Background: an optimization exercise with open tools, aiming at small area. Do not read the settings as production practice.
RTL that was checked went through simulation tests only; none was proved equivalent to the original.
No activity file was given, so power comes from the tool's default toggle rates.

==> flow/design.v <==
package exe_pkg;
        localparam int XLEN       = 32;
        localparam int REG_ADDR_W = 5;
        localparam logic [6:0] OPC_OP     = 7'b0110011;
        localparam logic [6:0] OPC_OP_IMM = 7'b0010011;
        localparam logic [6:0] OPC_BRANCH = 7'b1100011;
        localparam logic [6:0] OPC_LUI    = 7'b0110111;
        localparam logic [6:0] OPC_AUIPC  = 7'b0010111;
        typedef struct packed {
                logic                    wr;
                logic [REG_ADDR_W-1:0]   rd;
                logic [XLEN-1:0]         val;
        } res_rec_t;
endpackage
`timescale 1ns/100ps
module operand_decode (
        input  logic                        clk,
        input  logic                        reset_n,
        input  logic                        in_req_i,
        input  logic [31:0]                 instr_i,
        input  logic [exe_pkg::XLEN-1:0]    pc_i,
        input  logic [exe_pkg::XLEN-1:0]    rs1_i,
        input  logic [exe_pkg::XLEN-1:0]    rs2_i,
        output logic                        in_ack_o,
        input  logic                        fifo_full_i,
        output logic                        push_o,
        output exe_pkg::res_rec_t           rec_o
);
        logic [6:0]                 opcode;
        logic [2:0]                 funct3;
        logic                       is_op;
        logic                       is_op_imm;
        logic                       is_alu;
        logic                       is_branch;
        logic                       is_lui;
        logic                       is_auipc;
        logic                       alt;
        logic                       sub;
        logic [31:0]                y;
        logic [31:0]                b;
        logic [31:0]                p;
        logic [31:0]                g;
        logic [32:0]                c;
        logic                       eq;
        logic                       lt;
        logic                       ltu;
        logic                       shl;
        logic                       fill;
        logic [31:0]                sh_in;
        logic [31:0]                l0, l1, l2, l3;
        logic [31:0]                sh_out;
        logic                       en_p;
        logic                       en_c;
        logic                       en_g;
        logic [31:0]                alu_out;
        logic                       br_taken;
        logic [31:0]                imm2;
        logic [31:0]                pc2;
        logic [31:0]                upper;
        logic                       pc_en;
        logic [31:0]                pg;
        logic [31:0]                pp;
        logic [32:0]                pc_c;
        assign push_o = in_req_i & ~in_ack_o & ~fifo_full_i;
        always_ff @(posedge clk or negedge reset_n) begin
                if (!reset_n) begin
                        in_ack_o <= 1'b0;
                end else if (push_o) begin
                        in_ack_o <= 1'b1;
                end else if (!in_req_i) begin
                        in_ack_o <= 1'b0;
                end
        end
        assign opcode    = instr_i[6:0];
        assign funct3    = instr_i[14:12];
        assign is_op     = (opcode == exe_pkg::OPC_OP);
        assign is_op_imm = (opcode == exe_pkg::OPC_OP_IMM);
        assign is_alu    = is_op | is_op_imm;
        assign is_branch = (opcode == exe_pkg::OPC_BRANCH);
        assign is_lui    = (opcode == exe_pkg::OPC_LUI);
        assign is_auipc  = (opcode == exe_pkg::OPC_AUIPC);
        assign alt       = instr_i[30] & (is_op | (funct3 == 3'b101));
        assign y = is_op_imm ? {{20{instr_i[31]}}, instr_i[31:20]} : rs2_i;
        assign sub = is_branch | (funct3[2:1] == 2'b01) | ((funct3 == 3'b000) & alt);
        assign b   = y ^ {32{sub}};
        assign p = rs1_i ^ b;
        assign g = rs1_i & b;
        assign c[0] = sub;
        for (genvar i = 0; i < 32; i++) begin : g_add
                assign c[i+1] = g[i] | (p[i] & c[i]);
        end
        assign eq  = &p;                         
        assign ltu = ~c[32];
        assign lt  = rs1_i[31] ^ b[31] ^ c[32];
        assign shl  = (funct3 == 3'b001);
        assign fill = alt & rs1_i[31] & ~shl;
        for (genvar i = 0; i < 32; i++) begin : g_rev
                assign sh_in[i] = shl ? rs1_i[31-i] : rs1_i[i];
        end
        for (genvar i = 0; i < 32; i++) begin : g_sh
                assign l0[i] = y[4] ? ((i + 16 < 32) ? sh_in[(i + 16) % 32] : fill) : sh_in[i];
                assign l1[i] = y[3] ? ((i +  8 < 32) ? l0[(i + 8) % 32] : fill) : l0[i];
                assign l2[i] = y[2] ? ((i +  4 < 32) ? l1[(i + 4) % 32] : fill) : l1[i];
                assign l3[i] = y[1] ? ((i +  2 < 32) ? l2[(i + 2) % 32] : fill) : l2[i];
                assign sh_out[i] = y[0] ? ((i + 1 < 32) ? l3[(i + 1) % 32] : fill) : l3[i];
        end
        assign en_p = is_alu & ((funct3 == 3'b000) | (funct3 == 3'b100) | (funct3 == 3'b110));
        assign en_c = is_alu & (funct3 == 3'b000);
        assign en_g = is_alu & ((funct3 == 3'b110) | (funct3 == 3'b111));
        for (genvar i = 0; i < 32; i++) begin : g_res
                assign alu_out[i] = ((p[i] & en_p) ^ ((c[i] & en_c) | (g[i] & en_g)))
                                  | (is_alu & shl & sh_out[31-i])
                                  | (is_alu & (funct3 == 3'b101) & sh_out[i])
                                  | ((i == 0) & is_alu & (funct3 == 3'b010) & lt)
                                  | ((i == 0) & is_alu & (funct3 == 3'b011) & ltu);
        end
        always_comb begin
                case (funct3)
                        3'b000:  br_taken = eq;
                        3'b001:  br_taken = ~eq;
                        3'b100:  br_taken = lt;
                        3'b101:  br_taken = ~lt;
                        3'b110:  br_taken = ltu;
                        3'b111:  br_taken = ~ltu;
                        default: br_taken = 1'b0;
                endcase
        end
        assign imm2 = is_auipc ? {instr_i[31:12], 12'd0}
                    : {{20{instr_i[31]}}, instr_i[7], instr_i[30:25], instr_i[11:8], 1'b0};
        assign pc2  = pc_i;
        assign pc_en = ~is_alu & ~is_lui;
        assign pg = pc2 & imm2;
        assign pp = pc2 ^ imm2;
        assign pc_c[0] = 1'b0;
        for (genvar i = 0; i < 32; i++) begin : g_pcadd
                assign pc_c[i+1] = pg[i] | (pp[i] & pc_c[i]);
                assign upper[i]  = (pp[i] & pc_en) ^ (pc_c[i] & pc_en);
        end
        always_comb begin
                rec_o.wr = is_alu | is_lui | is_auipc;
                if (rec_o.wr) begin
                        rec_o.rd = instr_i[11:7];
                end else begin
                        rec_o.rd = {3'b000, is_branch, is_branch & br_taken};
                end
                rec_o.val = alu_out | upper | ({instr_i[31:12], 12'd0} & {32{is_lui}});
        end
endmodule
`timescale 1ns/100ps
module op_fifo (
        input  logic                clk,
        input  logic                reset_n,
        input  logic                push_i,
        input  exe_pkg::res_rec_t   wdata_i,
        input  logic                pop_i,
        output exe_pkg::res_rec_t   shown_o,
        output logic                full_o,
        output logic                empty_o
);
        localparam int N = 5;
        localparam int W = $bits(wdata_i);
        logic [W-1:0]       mem [N];
        logic [N-1:0]       wr_ptr;      
        logic [N-1:0]       shown;       
        logic [N-1:0]       rd_ptr;      
        logic [W-1:0]       head;
        assign rd_ptr  = (shown == '0) ? N'(1) : {shown[N-2:0], shown[N-1]};
        assign empty_o = |(wr_ptr & rd_ptr);
        assign full_o  = |({wr_ptr[N-2:0], wr_ptr[N-1]} & rd_ptr);
        always_ff @(posedge clk) begin
                for (int i = 0; i < N; i++) begin
                        if (push_i && wr_ptr[i]) begin
                                mem[i] <= wdata_i;
                        end
                end
        end
        always_ff @(posedge clk or negedge reset_n) begin
                if (!reset_n) begin
                        wr_ptr <= N'(1);
                        shown  <= '0;
                end else begin
                        if (push_i) begin
                                wr_ptr <= {wr_ptr[N-2:0], wr_ptr[N-1]};
                        end
                        if (pop_i) begin
                                shown <= rd_ptr;
                        end
                end
        end
        always_comb begin
                head = '0;
                for (int i = 0; i < N; i++) begin
                        head = head | (mem[i] & {W{shown[i]}});
                end
        end
        assign shown_o = head;
endmodule
`timescale 1ns/100ps
module alu_branch_exec (
        input  logic                                clk,
        input  logic                                reset_n,
        input  logic                                empty_i,
        input  exe_pkg::res_rec_t                   rec_i,
        output logic                                pop_o,
        output logic                                res_req_o,
        input  logic                                res_ack_i,
        output logic [exe_pkg::REG_ADDR_W-1:0]      rd_addr_o,
        output logic                                write_rd_o,
        output logic [exe_pkg::XLEN-1:0]            result_o,
        output logic                                branch_taken_o,
        output logic [exe_pkg::XLEN-1:0]            branch_target_o
);
        logic release_q;     
        assign pop_o = ~res_req_o & ~release_q & ~empty_i;
        always_ff @(posedge clk or negedge reset_n) begin
                if (!reset_n) begin
                        res_req_o <= 1'b0;
                        release_q <= 1'b0;
                end else begin
                        if (pop_o) begin
                                res_req_o <= 1'b1;
                        end else if (res_req_o && res_ack_i) begin
                                res_req_o <= 1'b0;
                                release_q <= 1'b1;
                        end else if (release_q && !res_ack_i) begin
                                release_q <= 1'b0;
                        end
                end
        end
        assign write_rd_o      = rec_i.wr;
        assign rd_addr_o       = rec_i.rd & {5{rec_i.wr}};
        assign result_o        = rec_i.val & {32{rec_i.wr}};
        assign branch_taken_o  = rec_i.rd[0] & ~rec_i.wr;
        assign branch_target_o = rec_i.val & {32{rec_i.rd[1] & ~rec_i.wr}};
endmodule
`timescale 1ns/100ps
module exe_top #(
        parameter int DEPTH = 4
) (
        input  logic                                clk,
        input  logic                                reset_n,
        input  logic                                in_req_i,
        output logic                                in_ack_o,
        input  logic [31:0]                         instr_i,
        input  logic [exe_pkg::XLEN-1:0]            pc_i,
        input  logic [exe_pkg::XLEN-1:0]            rs1_i,
        input  logic [exe_pkg::XLEN-1:0]            rs2_i,
        output logic                                res_req_o,
        input  logic                                res_ack_i,
        output logic [exe_pkg::REG_ADDR_W-1:0]      rd_addr_o,
        output logic                                write_rd_o,
        output logic [exe_pkg::XLEN-1:0]            result_o,
        output logic                                branch_taken_o,
        output logic [exe_pkg::XLEN-1:0]            branch_target_o
);
        logic                   push;
        logic                   pop;
        logic                   fifo_full;
        logic                   fifo_empty;
        exe_pkg::res_rec_t      push_rec;
        exe_pkg::res_rec_t      shown_rec;
        operand_decode u_decode (
                .clk         (clk),
                .reset_n     (reset_n),
                .in_req_i    (in_req_i),
                .instr_i     (instr_i),
                .pc_i        (pc_i),
                .rs1_i       (rs1_i),
                .rs2_i       (rs2_i),
                .in_ack_o    (in_ack_o),
                .fifo_full_i (fifo_full),
                .push_o      (push),
                .rec_o       (push_rec)
        );
        op_fifo u_fifo (
                .clk     (clk),
                .reset_n (reset_n),
                .push_i  (push),
                .wdata_i (push_rec),
                .pop_i   (pop),
                .shown_o (shown_rec),
                .full_o  (fifo_full),
                .empty_o (fifo_empty)
        );
        alu_branch_exec u_exec (
                .clk             (clk),
                .reset_n         (reset_n),
                .empty_i         (fifo_empty),
                .rec_i           (shown_rec),
                .pop_o           (pop),
                .res_req_o       (res_req_o),
                .res_ack_i       (res_ack_i),
                .rd_addr_o       (rd_addr_o),
                .write_rd_o      (write_rd_o),
                .result_o        (result_o),
                .branch_taken_o  (branch_taken_o),
                .branch_target_o (branch_target_o)
        );
endmodule
==> flow/config.mk <==
export PLATFORM = sky130hd
export DESIGN_NAME = exe_top
export DESIGN_NICKNAME = exe_top
export VERILOG_FILES = /design/flow/design.v
export SDC_FILE = /design/flow/constraint.sdc
export NUM_CORES = 4
export LEC_CHECK = 0
export ABC_AREA = 1
export CAP_MARGIN = 20
export CORE_MARGIN = 2
export CORE_UTILIZATION = 65
export SLEW_MARGIN = 20
==> flow/constraint.sdc <==
create_clock -name core_clock -period 10.0 [get_ports {clk}]
set_input_delay 2.0000 -clock core_clock [delete_from_list [all_inputs] [get_ports {clk}]]
set_output_delay 2.0000 -clock core_clock [all_outputs]
set_load 0.01 [all_outputs]
standard.sh (not shown) runs the stock make flow with config.mk's settings and CLKGATE_MAP_FILE= SYNTH_SCRIPT=/design/flow/synth_recipe.tcl, a recipe that flattens the netlist after the stock synthesis.
==> flow/flow/run.sh <==
#!/bin/bash
# Own layout flow: the standard synthesis unchanged, then the standard
# ORFS layout with single-drive port buffers, combinational gates set back
# to drive strength 1 after floorplan, and a clock tree of smaller buffers
# without dummy loads. Each step's full output goes to a log file here.
set -euo pipefail
bash standard.sh synth > flow_synth.log 2>&1
bash standard.sh \
        BUFFER_PORTS_ARGS="-buffer_cell sky130_fd_sc_hd__buf_1" \
        POST_FLOORPLAN_TCL="$PWD/flow/downsize.tcl" \
        CTS_ARGS="-sink_clustering_enable -repair_clock_nets -dont_use_dummy_load -buf_list sky130_fd_sc_hd__clkbuf_4" \
        finish > flow_layout.log 2>&1
==> flow/flow/downsize.tcl <==
# Run after floorplan: synthesis sized some gates up for speed the 10 ns
# clock does not need. Put each combinational gate back at drive strength 1
# (same function and pins); repair_design and repair_timing in the later
# steps size up again wherever slew, capacitance or setup need it.
puts "Downsizing combinational gates"
report_design_area
set n 0
foreach inst [get_cells *] {
  set ref [get_property $inst ref_name]
  if { ![regexp {^(sky130_fd_sc_hd__[a-z0-9]+)_([0-9]+)$} $ref -> base drive] } { continue }
  if { $drive <= 1 } { continue }
  if { [regexp {df|dl|clk|buf|conb|tap|fill|decap|diode|ha|fa|maj} $base] } { continue }
  set small [get_lib_cells -quiet ${base}_1]
  if { [llength $small] == 0 } { continue }
  replace_cell $inst $small
  incr n
}
puts "Downsized $n instances"
report_design_area
The starting point went through all stages and came out clean.
Rerun with:
--- a/flow/design.v
+++ b/flow/design.v
@@ -54,13 +54,12 @@
         logic                       en_g;
         logic [31:0]                alu_out;
         logic                       br_taken;
         logic [31:0]                imm2;
         logic [31:0]                pc2;
         logic [31:0]                upper;
-        logic                       pc_en;
         logic [31:0]                pg;
         logic [31:0]                pp;
         logic [32:0]                pc_c;
         assign push_o = in_req_i & ~in_ack_o & ~fifo_full_i;
         always_ff @(posedge clk or negedge reset_n) begin
                 if (!reset_n) begin
@@ -122,31 +121,30 @@
                         3'b101:  br_taken = ~lt;
                         3'b110:  br_taken = ltu;
                         3'b111:  br_taken = ~ltu;
                         default: br_taken = 1'b0;
                 endcase
         end
-        assign imm2 = is_auipc ? {instr_i[31:12], 12'd0}
+        assign imm2 = (is_lui | is_auipc) ? {instr_i[31:12], 12'd0}
                     : {{20{instr_i[31]}}, instr_i[7], instr_i[30:25], instr_i[11:8], 1'b0};
-        assign pc2  = pc_i;
-        assign pc_en = ~is_alu & ~is_lui;
+        assign pc2  = is_lui ? 32'd0 : pc_i;
         assign pg = pc2 & imm2;
         assign pp = pc2 ^ imm2;
         assign pc_c[0] = 1'b0;
         for (genvar i = 0; i < 32; i++) begin : g_pcadd
                 assign pc_c[i+1] = pg[i] | (pp[i] & pc_c[i]);
-                assign upper[i]  = (pp[i] & pc_en) ^ (pc_c[i] & pc_en);
+                assign upper[i]  = (pp[i] & ~is_alu) ^ (pc_c[i] & ~is_alu);
         end
         always_comb begin
                 rec_o.wr = is_alu | is_lui | is_auipc;
                 if (rec_o.wr) begin
                         rec_o.rd = instr_i[11:7];
                 end else begin
                         rec_o.rd = {3'b000, is_branch, is_branch & br_taken};
                 end
-                rec_o.val = alu_out | upper | ({instr_i[31:12], 12'd0} & {32{is_lui}});
+                rec_o.val = alu_out | upper;
         end
 endmodule
 `timescale 1ns/100ps
 module op_fifo (
         input  logic                clk,
         input  logic                reset_n,
After rerunning: Power goes up by a few percent. Design area barely changes. Routed wire length rises by a little under a tenth. Hold slack is better by 0.036 ns. Combinational power goes up by a few percent. Via count grows by a few percent. Sequential share of layout area hardly moves. Sequential power stays flat. Non-clock buffer count grows by 9. Global-route usage goes up by 2.3 points.

========
## old
Another version of the RTL of exe_top (not shown whole).
Size: ~1700 cells after synthesis, about 200 flip-flops, roughly 210 I/O pins, about 14000 µm² of cells after synthesis.
==> module operand_decode, before the edit <==
module operand_decode (
        input  logic                        clk,
        input  logic                        reset_n,
        input  logic                        in_req_i,
        input  logic [31:0]                 instr_i,
        input  logic [exe_pkg::XLEN-1:0]    pc_i,
        input  logic [exe_pkg::XLEN-1:0]    rs1_i,
        input  logic [exe_pkg::XLEN-1:0]    rs2_i,
        output logic                        in_ack_o,
        input  logic                        fifo_full_i,
        output logic                        push_o,
        output exe_pkg::res_rec_t           rec_o
);
        logic [6:0]                 opcode;
        logic [2:0]                 funct3;
        logic                       is_op;
        logic                       is_op_imm;
        logic                       is_alu;
        logic                       is_branch;
        logic                       is_lui;
        logic                       is_auipc;
        logic                       alt;
        logic                       sub;
        logic [31:0]                y;
        logic [31:0]                b;
        logic [31:0]                p;
        logic [31:0]                g;
        logic [32:0]                c;
        logic                       eq;
        logic                       lt;
        logic                       ltu;
        logic                       shl;
        logic                       fill;
        logic [31:0]                sh_in;
        logic [63:0]                sh_ext;
        logic [31:0]                sh_out;
        logic                       en_p;
        logic                       en_c;
        logic                       en_g;
        logic [31:0]                alu_out;
        logic                       br_taken;
        logic [31:0]                imm2;
        logic [31:0]                pc2;
        logic [31:0]                upper;
        logic [31:0]                pg;
        logic [31:0]                pp;
        logic [32:0]                pc_c;
        assign push_o = in_req_i & ~in_ack_o & ~fifo_full_i;
        always_ff @(posedge clk or negedge reset_n) begin
                if (!reset_n) begin
                        in_ack_o <= 1'b0;
                end else if (push_o) begin
                        in_ack_o <= 1'b1;
                end else if (!in_req_i) begin
                        in_ack_o <= 1'b0;
                end
        end
        assign opcode    = instr_i[6:0];
        assign funct3    = instr_i[14:12];
        assign is_op     = (opcode == exe_pkg::OPC_OP);
        assign is_op_imm = (opcode == exe_pkg::OPC_OP_IMM);
        assign is_alu    = is_op | is_op_imm;
        assign is_branch = (opcode == exe_pkg::OPC_BRANCH);
        assign is_lui    = (opcode == exe_pkg::OPC_LUI);
        assign is_auipc  = (opcode == exe_pkg::OPC_AUIPC);
        assign alt       = instr_i[30] & (is_op | (funct3 == 3'b101));
        assign y = is_op_imm ? {{20{instr_i[31]}}, instr_i[31:20]} : rs2_i;
        assign sub = is_branch | (funct3[2:1] == 2'b01) | ((funct3 == 3'b000) & alt);
        assign b   = y ^ {32{sub}};
        assign p = rs1_i ^ b;
        assign g = rs1_i & b;
        assign c[0] = sub;
        for (genvar i = 0; i < 32; i++) begin : g_add
                assign c[i+1] = g[i] | (p[i] & c[i]);
        end
        assign eq  = &p;                         
        assign ltu = ~c[32];
        assign lt  = rs1_i[31] ^ b[31] ^ c[32];
        assign shl  = (funct3 == 3'b001);
        assign fill = alt & rs1_i[31] & ~shl;
        for (genvar i = 0; i < 32; i++) begin : g_rev
                assign sh_in[i] = shl ? rs1_i[31-i] : rs1_i[i];
        end
        assign sh_ext = {{32{fill}}, sh_in} >> y[4:0];
        assign sh_out = sh_ext[31:0];
        assign en_p = (funct3 == 3'b000) | (funct3 == 3'b100) | (funct3 == 3'b110);
        assign en_c = (funct3 == 3'b000);
        assign en_g = (funct3 == 3'b110) | (funct3 == 3'b111);
        for (genvar i = 0; i < 32; i++) begin : g_res
                assign alu_out[i] = ((p[i] & en_p) ^ ((c[i] & en_c) | (g[i] & en_g)))
                                  | (shl & sh_out[31-i])
                                  | ((funct3 == 3'b101) & sh_out[i])
                                  | ((i == 0) & (funct3 == 3'b010) & lt)
                                  | ((i == 0) & (funct3 == 3'b011) & ltu);
        end
        always_comb begin
                case (funct3)
                        3'b000:  br_taken = eq;
                        3'b001:  br_taken = ~eq;
                        3'b100:  br_taken = lt;
                        3'b101:  br_taken = ~lt;
                        3'b110:  br_taken = ltu;
                        3'b111:  br_taken = ~ltu;
                        default: br_taken = 1'b0;
                endcase
        end
        assign imm2 = (is_lui | is_auipc) ? {instr_i[31:12], 12'd0}
                    : {{20{instr_i[31]}}, instr_i[7], instr_i[30:25], instr_i[11:8], 1'b0};
        assign pc2  = is_lui ? 32'd0 : pc_i;
        assign pg = pc2 & imm2;
        assign pp = pc2 ^ imm2;
        assign pc_c[0] = 1'b0;
        for (genvar i = 0; i < 32; i++) begin : g_pcadd
                assign pc_c[i+1] = pg[i] | (pp[i] & pc_c[i]);
                assign upper[i]  = pp[i] ^ pc_c[i];
        end
        always_comb begin
                rec_o.wr = is_alu | is_lui | is_auipc;
                if (rec_o.wr) begin
                        rec_o.rd = instr_i[11:7];
                end else begin
                        rec_o.rd = {3'b000, is_branch, is_branch & br_taken};
                end
                rec_o.val = is_alu ? alu_out : upper;
        end
endmodule
make LEC_CHECK=0 ABC_AREA=1 CAP_MARGIN=20 CORE_MARGIN=2 CORE_UTILIZATION=55 SLEW_MARGIN=20 finish   # period 10.0 ns
run.sh (not shown) runs the stock make flow with config.mk's settings and CLKGATE_MAP_FILE= SYNTH_SCRIPT=/design/flow/synth_recipe.tcl, a recipe that flattens the netlist after the stock synthesis.
Stock flow here: none of the scripts above is used.
No crash in old: every stage finished, but the layout fails its final checks due to setup timing.
diff inputs: old => new
-- flow/design.v --
<<< old, line 48
        logic                       fill;
        logic [31:0]                sh_in;
        logic [63:0]                sh_ext;
        logic [31:0]                sh_out;
        logic                       en_p;
>>> new, line 48
        logic                       fill;
        logic [31:0]                sh_in;
        logic [31:0]                l0, l1, l2, l3;
        logic [31:0]                sh_out;
        logic                       en_p;
<<< old, line 97
                assign sh_in[i] = shl ? rs1_i[31-i] : rs1_i[i];
        end
        assign sh_ext = {{32{fill}}, sh_in} >> y[4:0];
        assign sh_out = sh_ext[31:0];
        assign en_p = (funct3 == 3'b000) | (funct3 == 3'b100) | (funct3 == 3'b110);
        assign en_c = (funct3 == 3'b000);
        assign en_g = (funct3 == 3'b110) | (funct3 == 3'b111);
        for (genvar i = 0; i < 32; i++) begin : g_res
                assign alu_out[i] = ((p[i] & en_p) ^ ((c[i] & en_c) | (g[i] & en_g)))
                                  | (shl & sh_out[31-i])
                                  | ((funct3 == 3'b101) & sh_out[i])
                                  | ((i == 0) & (funct3 == 3'b010) & lt)
                                  | ((i == 0) & (funct3 == 3'b011) & ltu);
        end
        always_comb begin
>>> new, line 97
                assign sh_in[i] = shl ? rs1_i[31-i] : rs1_i[i];
        end
        for (genvar i = 0; i < 32; i++) begin : g_sh
                assign l0[i] = y[4] ? ((i + 16 < 32) ? sh_in[(i + 16) % 32] : fill) : sh_in[i];
                assign l1[i] = y[3] ? ((i +  8 < 32) ? l0[(i + 8) % 32] : fill) : l0[i];
                assign l2[i] = y[2] ? ((i +  4 < 32) ? l1[(i + 4) % 32] : fill) : l1[i];
                assign l3[i] = y[1] ? ((i +  2 < 32) ? l2[(i + 2) % 32] : fill) : l2[i];
                assign sh_out[i] = y[0] ? ((i + 1 < 32) ? l3[(i + 1) % 32] : fill) : l3[i];
        end
        assign en_p = is_alu & ((funct3 == 3'b000) | (funct3 == 3'b100) | (funct3 == 3'b110));
        assign en_c = is_alu & (funct3 == 3'b000);
        assign en_g = is_alu & ((funct3 == 3'b110) | (funct3 == 3'b111));
        for (genvar i = 0; i < 32; i++) begin : g_res
                assign alu_out[i] = ((p[i] & en_p) ^ ((c[i] & en_c) | (g[i] & en_g)))
                                  | (is_alu & shl & sh_out[31-i])
                                  | (is_alu & (funct3 == 3'b101) & sh_out[i])
                                  | ((i == 0) & is_alu & (funct3 == 3'b010) & lt)
                                  | ((i == 0) & is_alu & (funct3 == 3'b011) & ltu);
        end
        always_comb begin
<<< old, line 128
        for (genvar i = 0; i < 32; i++) begin : g_pcadd
                assign pc_c[i+1] = pg[i] | (pp[i] & pc_c[i]);
                assign upper[i]  = pp[i] ^ pc_c[i];
        end
        always_comb begin
>>> new, line 133
        for (genvar i = 0; i < 32; i++) begin : g_pcadd
                assign pc_c[i+1] = pg[i] | (pp[i] & pc_c[i]);
                assign upper[i]  = (pp[i] & ~is_alu) ^ (pc_c[i] & ~is_alu);
        end
        always_comb begin
<<< old, line 137
                        rec_o.rd = {3'b000, is_branch, is_branch & br_taken};
                end
                rec_o.val = is_alu ? alu_out : upper;
        end
endmodule
>>> new, line 142
                        rec_o.rd = {3'b000, is_branch, is_branch & br_taken};
                end
                rec_o.val = alu_out | upper;
        end
endmodule
## What came out
new reached the end of the flow, and the finished layout is clean on the timing, DRC and antenna checks.
old → new: largest net degree at the start of global routing fell by about 22%, power grew by 0.046 mW, final standard cell area without fillers lower, sequential share of cell area has remained practically unchanged, total wirelength of the detailed-routed design saw an increase.
Setup slack of the critical path after layout ends up lower on old.
Going from old to new, critical path depth rose 44%; area of the mapped netlist rose about 2.2%; relative area of non-clock buffer cells in the final design fell 1.1 points.
NOTE: via-per-instance ratio in new exceeds that of old
STATUS highest achievable clock rate: new wins against old
Only the layout flow was run in old; the RTL was not checked for function there.

==> afterwards: timing with drivers on the ports <==
The flow's constraints put no driver on any port. The routed layouts listed below were extracted and timed again, unchanged, in two steps. Step 1 sets driving cells, clkbuf_16 on the clock port and buf_2 on the other inputs (assumed; they add their load-dependent delay and slew). Step 2 adds t to the input delays and takes it off the output delays; t is the mean of the earliest and latest rising clock arrival at the registers after step 1. Input paths then give back, and output paths get back, about the clock's delay inside the block. Three values: no drivers, after step 1, after step 2; two values: the first two.
| run | t (ns) | setup slack, ns | worst setup path after step 2 | clock arrival spread, ns |
|---|---|---|---|---|
| the first run of note 1 | 0.586 | 1.448 / 1.459 / 0.873 | input to register | 0.054 / 0.053 |
| the second run of note 1 | 0.591 | 1.135 / 1.146 / 0.556 | input to register | 0.051 / 0.051 |
| old | 0.495 | -1.856 / -1.863 / -2.359 | input to register | 0.013 / 0.013 |
| new | 0.520 | 1.066 / 1.067 / 0.547 | input to register | 0.015 / 0.015 |
For the second run of note 1, which loses most, drivers alone change the setup slack by +0.011 ns; drivers and shift together by -0.579 ns.
